From an optimization exercise on the open Yosys and OpenROAD flow, aimed at small area, a short achievable clock period and few clock cycles; shortcuts taken in it are not production practice. In this exercise RTL edits were held to simulation tests only and were not proved equivalent to the original. Power is estimated from default activity; no workload was simulated.

**design/flow/run.sh**
```bash
#!/bin/bash
# synth_recipe.tcl (not shown) runs the flow's synth.tcl, then flattens the netlist and writes it again
# the make line also repeats each setting of config.mk as NAME=value (left out here)
make -C /OpenROAD-flow-scripts/flow DESIGN_CONFIG=/design/flow/config.mk WORK_HOME=/design/flow/orfs CLKGATE_MAP_FILE= SYNTH_SCRIPT=/design/flow/synth_recipe.tcl finish
```
**design/flow/config.mk**
```make
export PLATFORM = sky130hd
export DESIGN_NAME = length_prefixed_request_deframer
export DESIGN_NICKNAME = length_prefixed_request_deframer
export VERILOG_FILES = /design/flow/design.v
export SDC_FILE = /design/flow/constraint.sdc
export NUM_CORES = 4
export LEC_CHECK = 0
export CAP_MARGIN = 20
export CORE_MARGIN = 2
export CORE_UTILIZATION = 40
export SLEW_MARGIN = 20
```
**design/flow/constraint.sdc**
```tcl
create_clock -name core_clock -period 7.0 [get_ports {clk}]
set_input_delay 1.4000 -clock core_clock [delete_from_list [all_inputs] [get_ports {clk}]]
set_output_delay 1.4000 -clock core_clock [all_outputs]
set_load 0.01 [all_outputs]
```
**design/flow/design.v**
```verilog
  localparam int Q_DEPTH = 4;
  localparam int Q_AW    = 2;   
  localparam logic [31:0] MAX_MSG_RESET  = 32'd33554432;
  localparam logic [20:0] MAX_ARGS_RESET = 21'd200000;
  localparam logic [2:0] ADDR_MAX_MSG  = 3'd0;
  localparam logic [2:0] ADDR_MAX_ARGS = 3'd4;
  typedef logic [2:0] lprd_phase_t;
  localparam logic [2:0] PH_FRAME_LEN    = 3'd0;
  localparam logic [2:0] PH_ARG_COUNT    = 3'd1;
  localparam logic [2:0] PH_ARG_LEN      = 3'd2;
  localparam logic [2:0] PH_ARG_DATA     = 3'd3;
  localparam logic [2:0] PH_FAILED       = 3'd4;
  typedef logic [2:0] lprd_status_t;
  localparam logic [2:0] ST_OK           = 3'd0;
  localparam logic [2:0] ST_TOO_LONG     = 3'd1;
  localparam logic [2:0] ST_TOO_MANY     = 3'd2;
  localparam logic [2:0] ST_OVERRUN      = 3'd3;
  localparam logic [2:0] ST_TRAILING     = 3'd4;
  typedef logic [3:0] lprd_evt_t;
  localparam logic [3:0] EV_NONE         = 4'd0;
  localparam logic [3:0] EV_PAYLOAD      = 4'd1;
  localparam logic [3:0] EV_ARG_END      = 4'd2;
  localparam logic [3:0] EV_ARG_LEN      = 4'd3;
  localparam logic [3:0] EV_FRAME_OK     = 4'd4;
  localparam logic [3:0] EV_COUNT        = 4'd5;
  localparam logic [3:0] EV_FAIL_LONG    = 4'd6;
  localparam logic [3:0] EV_FAIL_MANY    = 4'd7;
  localparam logic [3:0] EV_FAIL_HDR_OVR = 4'd8;
  localparam logic [3:0] EV_FAIL_ARG_OVR = 4'd9;
  typedef struct packed {
    logic [31:0] max_msg;
    logic [20:0] max_args;
  } lprd_cfg_t;
  typedef struct packed {
    logic         has_payload;
    logic [7:0]   payload_byte;
    logic [19:0]  argument_index;
    logic         argument_end;
    logic         message_end;
    lprd_status_t status;
  } lprd_res_t;
  typedef struct packed {
    logic            full;
    logic            empty;
    logic [Q_AW:0]   count;
  } lprd_qstat_t;
`default_nettype none
module lprd_queue (
  input  logic  clk,
  input  logic  rst_n,
  input  logic  push,
  input  logic [33:0] push_data_w,
  input  logic  pop,
  output logic       pop_valid,
  output logic [33:0] pop_data_w,
  output logic [4:0]  stat_w
);
  localparam int Q_DEPTH = 4;
  localparam int Q_AW    = 2;   
  localparam logic [31:0] MAX_MSG_RESET  = 32'd33554432;
  localparam logic [20:0] MAX_ARGS_RESET = 21'd200000;
  localparam logic [2:0] ADDR_MAX_MSG  = 3'd0;
  localparam logic [2:0] ADDR_MAX_ARGS = 3'd4;
  typedef logic [2:0] lprd_phase_t;
  localparam logic [2:0] PH_FRAME_LEN    = 3'd0;
  localparam logic [2:0] PH_ARG_COUNT    = 3'd1;
  localparam logic [2:0] PH_ARG_LEN      = 3'd2;
  localparam logic [2:0] PH_ARG_DATA     = 3'd3;
  localparam logic [2:0] PH_FAILED       = 3'd4;
  typedef logic [2:0] lprd_status_t;
  localparam logic [2:0] ST_OK           = 3'd0;
  localparam logic [2:0] ST_TOO_LONG     = 3'd1;
  localparam logic [2:0] ST_TOO_MANY     = 3'd2;
  localparam logic [2:0] ST_OVERRUN      = 3'd3;
  localparam logic [2:0] ST_TRAILING     = 3'd4;
  typedef logic [3:0] lprd_evt_t;
  localparam logic [3:0] EV_NONE         = 4'd0;
  localparam logic [3:0] EV_PAYLOAD      = 4'd1;
  localparam logic [3:0] EV_ARG_END      = 4'd2;
  localparam logic [3:0] EV_ARG_LEN      = 4'd3;
  localparam logic [3:0] EV_FRAME_OK     = 4'd4;
  localparam logic [3:0] EV_COUNT        = 4'd5;
  localparam logic [3:0] EV_FAIL_LONG    = 4'd6;
  localparam logic [3:0] EV_FAIL_MANY    = 4'd7;
  localparam logic [3:0] EV_FAIL_HDR_OVR = 4'd8;
  localparam logic [3:0] EV_FAIL_ARG_OVR = 4'd9;
  typedef struct packed {
    logic [31:0] max_msg;
    logic [20:0] max_args;
  } lprd_cfg_t;
  typedef struct packed {
    logic         has_payload;
    logic [7:0]   payload_byte;
    logic [19:0]  argument_index;
    logic         argument_end;
    logic         message_end;
    lprd_status_t status;
  } lprd_res_t;
  typedef struct packed {
    logic            full;
    logic            empty;
    logic [Q_AW:0]   count;
  } lprd_qstat_t;
  lprd_res_t   push_data, pop_data;
  lprd_qstat_t stat;
  assign push_data  = push_data_w;
  assign pop_data_w = pop_data;
  assign stat_w     = stat;
  logic [33:0]       mem_r [0:Q_DEPTH-1];
  logic [Q_AW-1:0]   wr_ptr_r, wr_ptr_nxt, rd_ptr_r, rd_ptr_nxt;
  logic [Q_AW:0]     count_r, count_nxt;
  logic              do_push, do_pop;
  always_comb begin
    do_push    = push && (count_r != (Q_AW+1)'(Q_DEPTH));
    do_pop     = pop && (count_r != '0);
    wr_ptr_nxt = do_push ? wr_ptr_r + Q_AW'(1) : wr_ptr_r;
    rd_ptr_nxt = do_pop ? rd_ptr_r + Q_AW'(1) : rd_ptr_r;
    count_nxt  = count_r;
    if (do_push && !do_pop)      count_nxt = count_r + (Q_AW+1)'(1);
    else if (!do_push && do_pop) count_nxt = count_r - (Q_AW+1)'(1);
  end
  always_ff @(posedge clk) begin
    if (!rst_n) begin
      wr_ptr_r <= '0;
      rd_ptr_r <= '0;
      count_r  <= '0;
    end else begin
      wr_ptr_r <= wr_ptr_nxt;
      rd_ptr_r <= rd_ptr_nxt;
      count_r  <= count_nxt;
    end
  end
  always_ff @(posedge clk) begin
    if (do_push) begin
      mem_r[wr_ptr_r] <= push_data;
    end
  end
  assign pop_valid  = (count_r != '0);
  assign pop_data   = mem_r[rd_ptr_r];
  assign stat.full  = (count_r == (Q_AW+1)'(Q_DEPTH));
  assign stat.empty = (count_r == '0);
  assign stat.count = count_r;
endmodule
`default_nettype wire
`default_nettype none
module lprd_front (
  input  logic        clk,
  input  logic        rst_n,
  input  logic        in_acc,
  input  logic [7:0]  in_byte,
  input  logic        in_new_conn,
  input  logic [52:0] cfg_w,
  output logic             res_valid,
  output logic [33:0]      res_w,
  output logic [2:0]       phase_w
);
  localparam int Q_DEPTH = 4;
  localparam int Q_AW    = 2;   
  localparam logic [31:0] MAX_MSG_RESET  = 32'd33554432;
  localparam logic [20:0] MAX_ARGS_RESET = 21'd200000;
  localparam logic [2:0] ADDR_MAX_MSG  = 3'd0;
  localparam logic [2:0] ADDR_MAX_ARGS = 3'd4;
  typedef logic [2:0] lprd_phase_t;
  localparam logic [2:0] PH_FRAME_LEN    = 3'd0;
  localparam logic [2:0] PH_ARG_COUNT    = 3'd1;
  localparam logic [2:0] PH_ARG_LEN      = 3'd2;
  localparam logic [2:0] PH_ARG_DATA     = 3'd3;
  localparam logic [2:0] PH_FAILED       = 3'd4;
  typedef logic [2:0] lprd_status_t;
  localparam logic [2:0] ST_OK           = 3'd0;
  localparam logic [2:0] ST_TOO_LONG     = 3'd1;
  localparam logic [2:0] ST_TOO_MANY     = 3'd2;
  localparam logic [2:0] ST_OVERRUN      = 3'd3;
  localparam logic [2:0] ST_TRAILING     = 3'd4;
  typedef logic [3:0] lprd_evt_t;
  localparam logic [3:0] EV_NONE         = 4'd0;
  localparam logic [3:0] EV_PAYLOAD      = 4'd1;
  localparam logic [3:0] EV_ARG_END      = 4'd2;
  localparam logic [3:0] EV_ARG_LEN      = 4'd3;
  localparam logic [3:0] EV_FRAME_OK     = 4'd4;
  localparam logic [3:0] EV_COUNT        = 4'd5;
  localparam logic [3:0] EV_FAIL_LONG    = 4'd6;
  localparam logic [3:0] EV_FAIL_MANY    = 4'd7;
  localparam logic [3:0] EV_FAIL_HDR_OVR = 4'd8;
  localparam logic [3:0] EV_FAIL_ARG_OVR = 4'd9;
  typedef struct packed {
    logic [31:0] max_msg;
    logic [20:0] max_args;
  } lprd_cfg_t;
  typedef struct packed {
    logic         has_payload;
    logic [7:0]   payload_byte;
    logic [19:0]  argument_index;
    logic         argument_end;
    logic         message_end;
    lprd_status_t status;
  } lprd_res_t;
  typedef struct packed {
    logic            full;
    logic            empty;
    logic [Q_AW:0]   count;
  } lprd_qstat_t;
  lprd_cfg_t   cfg;
  lprd_res_t   res;
  lprd_phase_t phase;
  assign cfg   = cfg_w;
  assign res_w = res;
  assign phase_w = phase;
  lprd_phase_t phase_r, phase_nxt;
  logic [23:0] shift_r, shift_nxt;
  logic [1:0]  pos_r, pos_nxt;
  logic [31:0] body_r, body_nxt;
  logic [20:0] args_r, args_nxt;
  logic [31:0] abytes_r, abytes_nxt;
  logic [19:0] cur_r, cur_nxt;
  lprd_phase_t ph;
  logic [1:0]  pos;
  logic [31:0] body, body_n, abytes, abytes_n, v;
  logic [20:0] args, args_a;
  logic [19:0] cur;
  logic        fld, fdone, aa_done, aa_trail, aa_ovr;
  lprd_evt_t   evt;
  always_comb begin
    ph     = in_new_conn ? PH_FRAME_LEN : phase_r;
    pos    = in_new_conn ? 2'd0  : pos_r;
    body   = in_new_conn ? 32'd0 : body_r;
    args   = in_new_conn ? 21'd0 : args_r;
    abytes = in_new_conn ? 32'd0 : abytes_r;
    cur    = in_new_conn ? 20'd0 : cur_r;
    fld    = (ph == PH_FRAME_LEN) || (ph == PH_ARG_COUNT) || (ph == PH_ARG_LEN);
    fdone  = fld && (pos == 2'd3);
    v      = {in_byte, shift_r};
    body_n   = body;
    abytes_n = abytes;
    case (ph)
      PH_ARG_COUNT, PH_ARG_LEN: begin
        body_n = body - 32'd1;
      end
      PH_ARG_DATA: begin
        body_n   = (body != 32'd0) ? body - 32'd1 : body;
        abytes_n = (abytes != 32'd0) ? abytes - 32'd1 : abytes;
      end
      default: begin
        body_n = body;
      end
    endcase
    evt = EV_NONE;
    case (ph)
      PH_FRAME_LEN: begin
        if (fdone) begin
          if (v > cfg.max_msg)  evt = EV_FAIL_LONG;
          else if (v < 32'd4)   evt = EV_FAIL_HDR_OVR;
          else                  evt = EV_FRAME_OK;
        end
      end
      PH_ARG_COUNT: begin
        if (fdone) begin
          if (v > {11'd0, cfg.max_args}) evt = EV_FAIL_MANY;
          else                           evt = EV_COUNT;
        end
      end
      PH_ARG_LEN: begin
        if (fdone) begin
          if (v > body_n)       evt = EV_FAIL_ARG_OVR;
          else if (v == 32'd0)  evt = EV_ARG_END;
          else                  evt = EV_ARG_LEN;
        end
      end
      PH_ARG_DATA: begin
        evt = (abytes_n == 32'd0) ? EV_ARG_END : EV_PAYLOAD;
      end
      default: begin
        evt = EV_NONE;
      end
    endcase
    args_a   = (evt == EV_COUNT) ? v[20:0] : args - 21'd1;
    aa_done  = (args_a == 21'd0) && (body_n == 32'd0);
    aa_trail = (args_a == 21'd0) && (body_n != 32'd0);
    aa_ovr   = (args_a != 21'd0) && (body_n < 32'd4);
  end
  always_comb begin
    phase_nxt  = ph;
    pos_nxt    = fld ? pos + 2'd1 : pos;
    shift_nxt  = shift_r;
    body_nxt   = body_n;
    args_nxt   = args;
    abytes_nxt = abytes_n;
    cur_nxt    = cur;
    if (fld) begin
      case (pos)
        2'd0:    shift_nxt = {16'd0, in_byte};
        2'd1:    shift_nxt = {8'd0, in_byte, shift_r[7:0]};
        2'd2:    shift_nxt = {in_byte, shift_r[15:0]};
        default: shift_nxt = shift_r;
      endcase
    end
    case (evt)
      EV_FAIL_LONG, EV_FAIL_MANY, EV_FAIL_HDR_OVR, EV_FAIL_ARG_OVR: begin
        phase_nxt = PH_FAILED;
      end
      EV_FRAME_OK: begin
        body_nxt  = v;
        phase_nxt = PH_ARG_COUNT;
      end
      EV_ARG_LEN: begin
        abytes_nxt = v;
        phase_nxt  = PH_ARG_DATA;
      end
      EV_COUNT, EV_ARG_END: begin
        args_nxt = args_a;
        cur_nxt  = (evt == EV_COUNT) ? 20'd0 : cur + 20'd1;
        if (aa_done)                phase_nxt = PH_FRAME_LEN;
        else if (aa_trail || aa_ovr) phase_nxt = PH_FAILED;
        else                        phase_nxt = PH_ARG_LEN;
      end
      default: begin
        phase_nxt = ph;
      end
    endcase
  end
  always_comb begin
    res_valid = 1'b0;
    res       = '0;
    case (evt)
      EV_FAIL_LONG: begin
        res_valid       = 1'b1;
        res.message_end = 1'b1;
        res.status      = ST_TOO_LONG;
      end
      EV_FAIL_MANY: begin
        res_valid       = 1'b1;
        res.message_end = 1'b1;
        res.status      = ST_TOO_MANY;
      end
      EV_FAIL_HDR_OVR: begin
        res_valid       = 1'b1;
        res.message_end = 1'b1;
        res.status      = ST_OVERRUN;
      end
      EV_FAIL_ARG_OVR: begin
        res_valid          = 1'b1;
        res.argument_index = cur;
        res.message_end    = 1'b1;
        res.status         = ST_OVERRUN;
      end
      EV_COUNT: begin
        res_valid       = aa_done || aa_trail || aa_ovr;
        res.message_end = res_valid;
        res.status      = aa_trail ? ST_TRAILING : (aa_ovr ? ST_OVERRUN : ST_OK);
      end
      EV_ARG_END: begin
        res_valid          = 1'b1;
        res.has_payload    = (ph == PH_ARG_DATA);
        res.payload_byte   = (ph == PH_ARG_DATA) ? in_byte : 8'd0;
        res.argument_index = cur;
        res.argument_end   = 1'b1;
        res.message_end    = aa_done || aa_trail || aa_ovr;
        res.status         = aa_trail ? ST_TRAILING : (aa_ovr ? ST_OVERRUN : ST_OK);
      end
      EV_PAYLOAD: begin
        res_valid          = 1'b1;
        res.has_payload    = 1'b1;
        res.payload_byte   = in_byte;
        res.argument_index = cur;
      end
      default: begin
        res_valid = 1'b0;
      end
    endcase
  end
  always_ff @(posedge clk) begin
    if (!rst_n) begin
      phase_r  <= PH_FRAME_LEN;
      shift_r  <= '0;
      pos_r    <= '0;
      body_r   <= '0;
      args_r   <= '0;
      abytes_r <= '0;
      cur_r    <= '0;
    end else if (in_acc) begin
      phase_r  <= phase_nxt;
      shift_r  <= shift_nxt;
      pos_r    <= pos_nxt;
      body_r   <= body_nxt;
      args_r   <= args_nxt;
      abytes_r <= abytes_nxt;
      cur_r    <= cur_nxt;
    end
  end
  assign phase = phase_r;
endmodule
`default_nettype wire
`default_nettype none
module lprd_back (
  input  logic         clk,
  input  logic         rst_n,
  input  logic         q_valid,
  input  logic [33:0]  q_data_w,
  output logic              q_pop,
  output logic              out_tvalid,
  input  logic         out_tready,
  output logic [31:0]       out_tdata,   
  output logic              out_tuser,   
  output logic              out_tlast    
);
  localparam int Q_DEPTH = 4;
  localparam int Q_AW    = 2;   
  localparam logic [31:0] MAX_MSG_RESET  = 32'd33554432;
  localparam logic [20:0] MAX_ARGS_RESET = 21'd200000;
  localparam logic [2:0] ADDR_MAX_MSG  = 3'd0;
  localparam logic [2:0] ADDR_MAX_ARGS = 3'd4;
  typedef logic [2:0] lprd_phase_t;
  localparam logic [2:0] PH_FRAME_LEN    = 3'd0;
  localparam logic [2:0] PH_ARG_COUNT    = 3'd1;
  localparam logic [2:0] PH_ARG_LEN      = 3'd2;
  localparam logic [2:0] PH_ARG_DATA     = 3'd3;
  localparam logic [2:0] PH_FAILED       = 3'd4;
  typedef logic [2:0] lprd_status_t;
  localparam logic [2:0] ST_OK           = 3'd0;
  localparam logic [2:0] ST_TOO_LONG     = 3'd1;
  localparam logic [2:0] ST_TOO_MANY     = 3'd2;
  localparam logic [2:0] ST_OVERRUN      = 3'd3;
  localparam logic [2:0] ST_TRAILING     = 3'd4;
  typedef logic [3:0] lprd_evt_t;
  localparam logic [3:0] EV_NONE         = 4'd0;
  localparam logic [3:0] EV_PAYLOAD      = 4'd1;
  localparam logic [3:0] EV_ARG_END      = 4'd2;
  localparam logic [3:0] EV_ARG_LEN      = 4'd3;
  localparam logic [3:0] EV_FRAME_OK     = 4'd4;
  localparam logic [3:0] EV_COUNT        = 4'd5;
  localparam logic [3:0] EV_FAIL_LONG    = 4'd6;
  localparam logic [3:0] EV_FAIL_MANY    = 4'd7;
  localparam logic [3:0] EV_FAIL_HDR_OVR = 4'd8;
  localparam logic [3:0] EV_FAIL_ARG_OVR = 4'd9;
  typedef struct packed {
    logic [31:0] max_msg;
    logic [20:0] max_args;
  } lprd_cfg_t;
  typedef struct packed {
    logic         has_payload;
    logic [7:0]   payload_byte;
    logic [19:0]  argument_index;
    logic         argument_end;
    logic         message_end;
    lprd_status_t status;
  } lprd_res_t;
  typedef struct packed {
    logic            full;
    logic            empty;
    logic [Q_AW:0]   count;
  } lprd_qstat_t;
  lprd_res_t q_data;
  assign q_data = q_data_w;
  logic      valid_r, valid_nxt;
  lprd_res_t data_r;
  always_comb begin
    q_pop     = q_valid && (!valid_r || out_tready);
    valid_nxt = q_pop ? 1'b1 : (valid_r && !out_tready);
  end
  always_ff @(posedge clk) begin
    if (!rst_n) begin
      valid_r <= 1'b0;
    end else begin
      valid_r <= valid_nxt;
    end
  end
  always_ff @(posedge clk) begin
    if (q_pop) begin
      data_r <= q_data;
    end
  end
  assign out_tvalid = valid_r;
  assign out_tdata  = {data_r.status, data_r.argument_end, data_r.argument_index,
                       data_r.payload_byte};
  assign out_tuser  = data_r.has_payload;
  assign out_tlast  = data_r.message_end;
endmodule
`default_nettype wire
`default_nettype none
module length_prefixed_request_deframer (
  input  logic        clk,
  input  logic        rst_n,
  input  logic        in_tvalid,
  output logic             in_tready,
  input  logic [7:0]  in_tdata,    
  input  logic        in_tuser,    
  output logic             out_tvalid,
  input  logic        out_tready,
  output logic [31:0]      out_tdata,   
  output logic             out_tuser,   
  output logic             out_tlast,   
  input  logic        cfg_psel,
  input  logic        cfg_penable,
  input  logic        cfg_pwrite,
  input  logic [2:0]  cfg_paddr,
  input  logic [31:0] cfg_pwdata,
  output logic [31:0]      cfg_prdata,
  output logic             cfg_pready
);
  localparam int Q_DEPTH = 4;
  localparam int Q_AW    = 2;   
  localparam logic [31:0] MAX_MSG_RESET  = 32'd33554432;
  localparam logic [20:0] MAX_ARGS_RESET = 21'd200000;
  localparam logic [2:0] ADDR_MAX_MSG  = 3'd0;
  localparam logic [2:0] ADDR_MAX_ARGS = 3'd4;
  typedef logic [2:0] lprd_phase_t;
  localparam logic [2:0] PH_FRAME_LEN    = 3'd0;
  localparam logic [2:0] PH_ARG_COUNT    = 3'd1;
  localparam logic [2:0] PH_ARG_LEN      = 3'd2;
  localparam logic [2:0] PH_ARG_DATA     = 3'd3;
  localparam logic [2:0] PH_FAILED       = 3'd4;
  typedef logic [2:0] lprd_status_t;
  localparam logic [2:0] ST_OK           = 3'd0;
  localparam logic [2:0] ST_TOO_LONG     = 3'd1;
  localparam logic [2:0] ST_TOO_MANY     = 3'd2;
  localparam logic [2:0] ST_OVERRUN      = 3'd3;
  localparam logic [2:0] ST_TRAILING     = 3'd4;
  typedef logic [3:0] lprd_evt_t;
  localparam logic [3:0] EV_NONE         = 4'd0;
  localparam logic [3:0] EV_PAYLOAD      = 4'd1;
  localparam logic [3:0] EV_ARG_END      = 4'd2;
  localparam logic [3:0] EV_ARG_LEN      = 4'd3;
  localparam logic [3:0] EV_FRAME_OK     = 4'd4;
  localparam logic [3:0] EV_COUNT        = 4'd5;
  localparam logic [3:0] EV_FAIL_LONG    = 4'd6;
  localparam logic [3:0] EV_FAIL_MANY    = 4'd7;
  localparam logic [3:0] EV_FAIL_HDR_OVR = 4'd8;
  localparam logic [3:0] EV_FAIL_ARG_OVR = 4'd9;
  typedef struct packed {
    logic [31:0] max_msg;
    logic [20:0] max_args;
  } lprd_cfg_t;
  typedef struct packed {
    logic         has_payload;
    logic [7:0]   payload_byte;
    logic [19:0]  argument_index;
    logic         argument_end;
    logic         message_end;
    lprd_status_t status;
  } lprd_res_t;
  typedef struct packed {
    logic            full;
    logic            empty;
    logic [Q_AW:0]   count;
  } lprd_qstat_t;
  lprd_cfg_t   cfg_r, cfg_nxt;
  logic        cfg_wr, in_acc, f_valid, q_valid, q_pop;
  lprd_res_t   f_res, q_data;
  lprd_phase_t f_phase;
  lprd_qstat_t qstat;
  assign cfg_pready = 1'b1;
  assign cfg_wr     = cfg_psel && cfg_penable && cfg_pwrite && cfg_pready;
  always_comb begin
    cfg_nxt = cfg_r;
    if (cfg_wr) begin
      case (cfg_paddr)
        ADDR_MAX_MSG:  cfg_nxt.max_msg  = cfg_pwdata;
        ADDR_MAX_ARGS: cfg_nxt.max_args = cfg_pwdata[20:0];
        default:       cfg_nxt = cfg_r;
      endcase
    end
    case (cfg_paddr)
      ADDR_MAX_MSG:  cfg_prdata = cfg_r.max_msg;
      ADDR_MAX_ARGS: cfg_prdata = {11'd0, cfg_r.max_args};
      default:       cfg_prdata = 32'd0;
    endcase
  end
  always_ff @(posedge clk) begin
    if (!rst_n) begin
      cfg_r.max_msg  <= MAX_MSG_RESET;
      cfg_r.max_args <= MAX_ARGS_RESET;
    end else begin
      cfg_r <= cfg_nxt;
    end
  end
  assign in_tready = !qstat.full;
  assign in_acc    = in_tvalid && in_tready;
  lprd_front u_front (
    .clk         (clk),
    .rst_n       (rst_n),
    .in_acc      (in_acc),
    .in_byte     (in_tdata),
    .in_new_conn (in_tuser),
    .cfg_w       (cfg_r),
    .res_valid   (f_valid),
    .res_w       (f_res),
    .phase_w     (f_phase)
  );
  lprd_queue u_queue (
    .clk       (clk),
    .rst_n     (rst_n),
    .push      (in_acc && f_valid),
    .push_data_w (f_res),
    .pop       (q_pop),
    .pop_valid (q_valid),
    .pop_data_w (q_data),
    .stat_w    (qstat)
  );
  lprd_back u_back (
    .clk        (clk),
    .rst_n      (rst_n),
    .q_valid    (q_valid),
    .q_data_w   (q_data),
    .q_pop      (q_pop),
    .out_tvalid (out_tvalid),
    .out_tready (out_tready),
    .out_tdata  (out_tdata),
    .out_tuser  (out_tuser),
    .out_tlast  (out_tlast)
  );
endmodule
`default_nettype wire
```
==> impl_metrics.tcl <==
set metrics [dict create \
    status "no timing/DRC/antenna violations" \
    wire_per_inst_um 21.6 \
    area_growth_pct 16.8 \
    setup_ws_ns 0.588 \
    gp_congestion 0.960 \
    cp_max_fo 13 \
    max-cap-violations 0 \
    rows 82 \
    slowest_delay_ns 0.80 \
    final_cell_mix "nand2_1, dfxtp_1, edfxtp_1" \
    die_w_um 230 \
    crit_required_ns 7.50 \
    final_common_cell "nand2_1" \
    dp_slack_ns 0.127 \
    cts_made_buffers 42 \
    drt_iter0_drc 1346 \
    clk_latency_ns 0.58 \
    min_period_ns 6.41 \
    fmax_mhz 156 \
    ys_seq_area_frac 0.440 \
    diodes 0 \
    setup_viol 0 \
    path_common_cell "o21ai_0" \
    cts_buffer_depth 3 \
    start_kind "flop" \
    p_leak_uw 0.00834 \
    drive_gt1_frac 0.106 \
    drv_slew 0 \
    path_cells "nor4_1, and4_1, and4_1, o21ai_0, a21oi_1, inv_1, ha_1, a2111oi_0, o21ai_0, a221oi_1, a21boi_0, o21ai_0, and2_1, o2111ai_4, nand3_2, o41a_1, ha_4, inv_1, fa_2, xor2_1, or3_1, a21oi_1" \
    grt_overflow 0 \
    cts_tree "yes" \
    critical_path_class "flop to flop" \
    synthCells 2172 \
    ctsHtreeMaxLevel 2 \
    wl_um 64000 \
    grt_max_degree 93 \
    synth-edff-count 170 \
    cts.hold.buffers_added 0 \
    placeableCoreArea_um2 50400 \
    portBuffers 118 \
    ys_seq_elements 365 \
    drc_errors 0 \
    dieArea_um2 53000 \
    hold_violations 0 \
    grt_pass1_wl_um 100000 \
    post_cts_buffers 0 \
    tightest_slew_ns 1.11 \
    ys_types 95 \
    cts.repair.resized 0 \
    grt_pass1_vias 17500 \
    cp.arrival_ns 6.91 \
    synthesis.area_um2 20500 \
    rsz0062_at_grt "false" \
    slew_headroom 0.260 \
    first_pass_iters 8 \
    num_io_pins 120 \
    async_flop_share 0 \
    powerDensity_nw_per_um2 257 \
    via_per_inst 5.97 \
    cts_sinks 365 \
    antenna_found_initial 1 \
    avgSynthCellArea_um2 9.43 \
    cp-end-kind "flop" \
    vdd_drop_max_mv 0.191 \
    vias 17700 \
    ant_nets 0 \
    nNetsFinal 2415 \
    slowest_stage "nor4_1" \
    hold_class "flop to flop" \
    hpwl_um 44100 \
    start_util 0.407 \
    synth_fp_nets 2323 \
    yosysWarnings 4 \
    die_y_um 230 \
    track_usage 0.239 \
    fin_crit_sh 0.916 \
    synth_top_flop_cell "dfxtp_1" \
    fin_skew_ns 0.0287 \
    tns_ns 0 \
    path_clk_slew_ns 0.06 \
    root_buffer "clkbuf_16" \
]
[power by group]
part	leakage (uW)	switching (uW)	internal (uW)	total (uW)
Sequential	0.00304	140	2410	2550
Clock	0.000651	930	1260	2190
Combinational	0.00465	804	596	1400
Total	0.00834	1870	4270	6140
[sequential cells by signal (all words and copies together) (netlist names)]
name	count
cfg_r	53
u_back.data_r	34
u_back.valid_r	1
u_front.abytes_r	32
u_front.args_r	21
u_front.body_r	32
u_front.cur_r	20
u_front.phase_r	3
u_front.pos_r	2
u_front.shift_r	24
u_queue.count_r	3
u_queue.mem_r	136
u_queue.rd_ptr_r	2
u_queue.wr_ptr_r	2
[kinds of logic after synthesis]
| group | Yosys count | synth area share |
|---|---|---|
| AO/OA/AOI/OAI | 537 | 0.178 |
| XOR/XNOR | 41 | 0.0175 |
| flip-flops | 365 | 0.440 |
| adder cells (fa/ha/maj) | 100 | 0.0615 |
| AND/OR/NAND/NOR | 830 | 0.205 |
| other | 1 | 0.000183 |
| multiplexers | 63 | 0.0522 |
| buffers and inverters | 235 | 0.0465 |
[worst max-delay path: cells and delay by family, from the launching register on]
kind / cells / cell delay [ns]
AO/OA/AOI/OAI: 10 / 2.49
AND/OR/NAND/NOR: 6 / 2.32
adder cells (fa/ha/maj): 3 / 0.86
flip-flops: 1 / 0.37
buffers and inverters: 2 / 0.16
XOR/XNOR: 1 / 0.16
[metal layers]
metal / vias up / wire length, um / GRT usage
li1: 8298 / - / -
met1: 8610 / 28000 / 0.319
met2: 655 / 29700 / 0.395
met3: 159 / 3960 / 0.0342
met4: 0 / 2390 / 0.0887
met5: - / 0 / 0
[synthesized netlist by cell type (all sizes together), types with 7 or more instances]
cell / number / area, um2
a311oi: 11 / 96.3
nor4: 43 / 315
a22o: 21 / 184
o2bb2ai: 20 / 175
a31o: 15 / 131
nand4: 38 / 238
clkbuf: 98 / 368
inv: 103 / 387
nor3: 84 / 425
and4: 14 / 123
or4: 24 / 203
mux2i: 21 / 210
a31oi: 37 / 231
xor2: 10 / 87.6
a21boi: 7 / 52.6
a211oi: 49 / 373
mux4: 34 / 766
ha: 99 / 1240
a21oi: 152 / 761
or3: 11 / 73.8
o31ai: 7 / 52.6
dfxtp: 195 / 3900
edfxtp: 170 / 5100
and2: 52 / 325
nand2: 258 / 976
xnor2: 31 / 272
o211ai: 31 / 233
a41oi: 8 / 70.1
nand3: 51 / 278
nor2b: 26 / 163
o21ai: 74 / 378
and3: 23 / 145
mux2: 8 / 93.8
a21o: 19 / 143
a211o: 8 / 70.1
buf: 33 / 194
o21a: 16 / 120
nor2: 168 / 631
[final cells by class]
| class | instances | area, um2 |
|---|---|---|
| multi-input combinational | 1572 | 10700 |
| timing repair buffer | 179 | 1640 |
| inverter | 104 | 393 |
| clock inverter | 24 | 253 |
| tap | 672 | 841 |
| fill | 4696 | 26500 |
| sequential | 365 | 9010 |
| clock buffer | 52 | 1120 |
[metrics by stage]
stage,instances,power (uW),hold slack [ns],util,cell area [um2]
after floorplan,2172,3430,0.424,-,20700
after global placement,2892,3980,0.438,0.448,22600
after detailed placement,2892,3990,0.443,0.448,22600
after CTS,2968,6180,0.451,0.475,23900
after global routing,2968,6420,0.466,0.475,23900
final,2968,6140,0.450,0.475,23900
[final timing paths]
path                            from                  to  slack, ns  cells after the start
setup / recovery  u_front.body_r[24]  u_queue.count_r[2]       0.59                     22
hold / removal      u_front.pos_r[0]    u_front.pos_r[0]       0.45                      2
hold reg to reg     u_front.pos_r[0]    u_front.pos_r[0]       0.45                      2
setup reg to reg  u_front.body_r[24]  u_queue.count_r[2]       0.59                     22
Testbench counts, summed over its fixed seeds: cycles 400,386.

## port drivers added, routing unchanged
In the flow no input, the clock included, has a driving cell. The finished layout below was timed again as built, in two steps. Step 1 sets driving cells, clkbuf_16 on the clock port and buf_2 on the other inputs (assumed; they add their load-dependent delay and slew). Step 2 adds t to the input delays and takes it off the output delays; t is the mean of the earliest and latest rising clock arrival at the registers after step 1. Input paths then give back, and output paths get back, about the clock's delay inside the block. a / b / c = no drivers / after step 1 / after step 2; a / b = the first two.
shift t [ns]: 0.623
setup slack, ns: 0.588 / 0.588 / 0.002
worst slew at a driven data input, ns: 0.04
After both steps setup and hold are still met in this run. For this run, drivers alone change the setup slack by 0.000 ns; drivers and shift together by -0.586 ns.
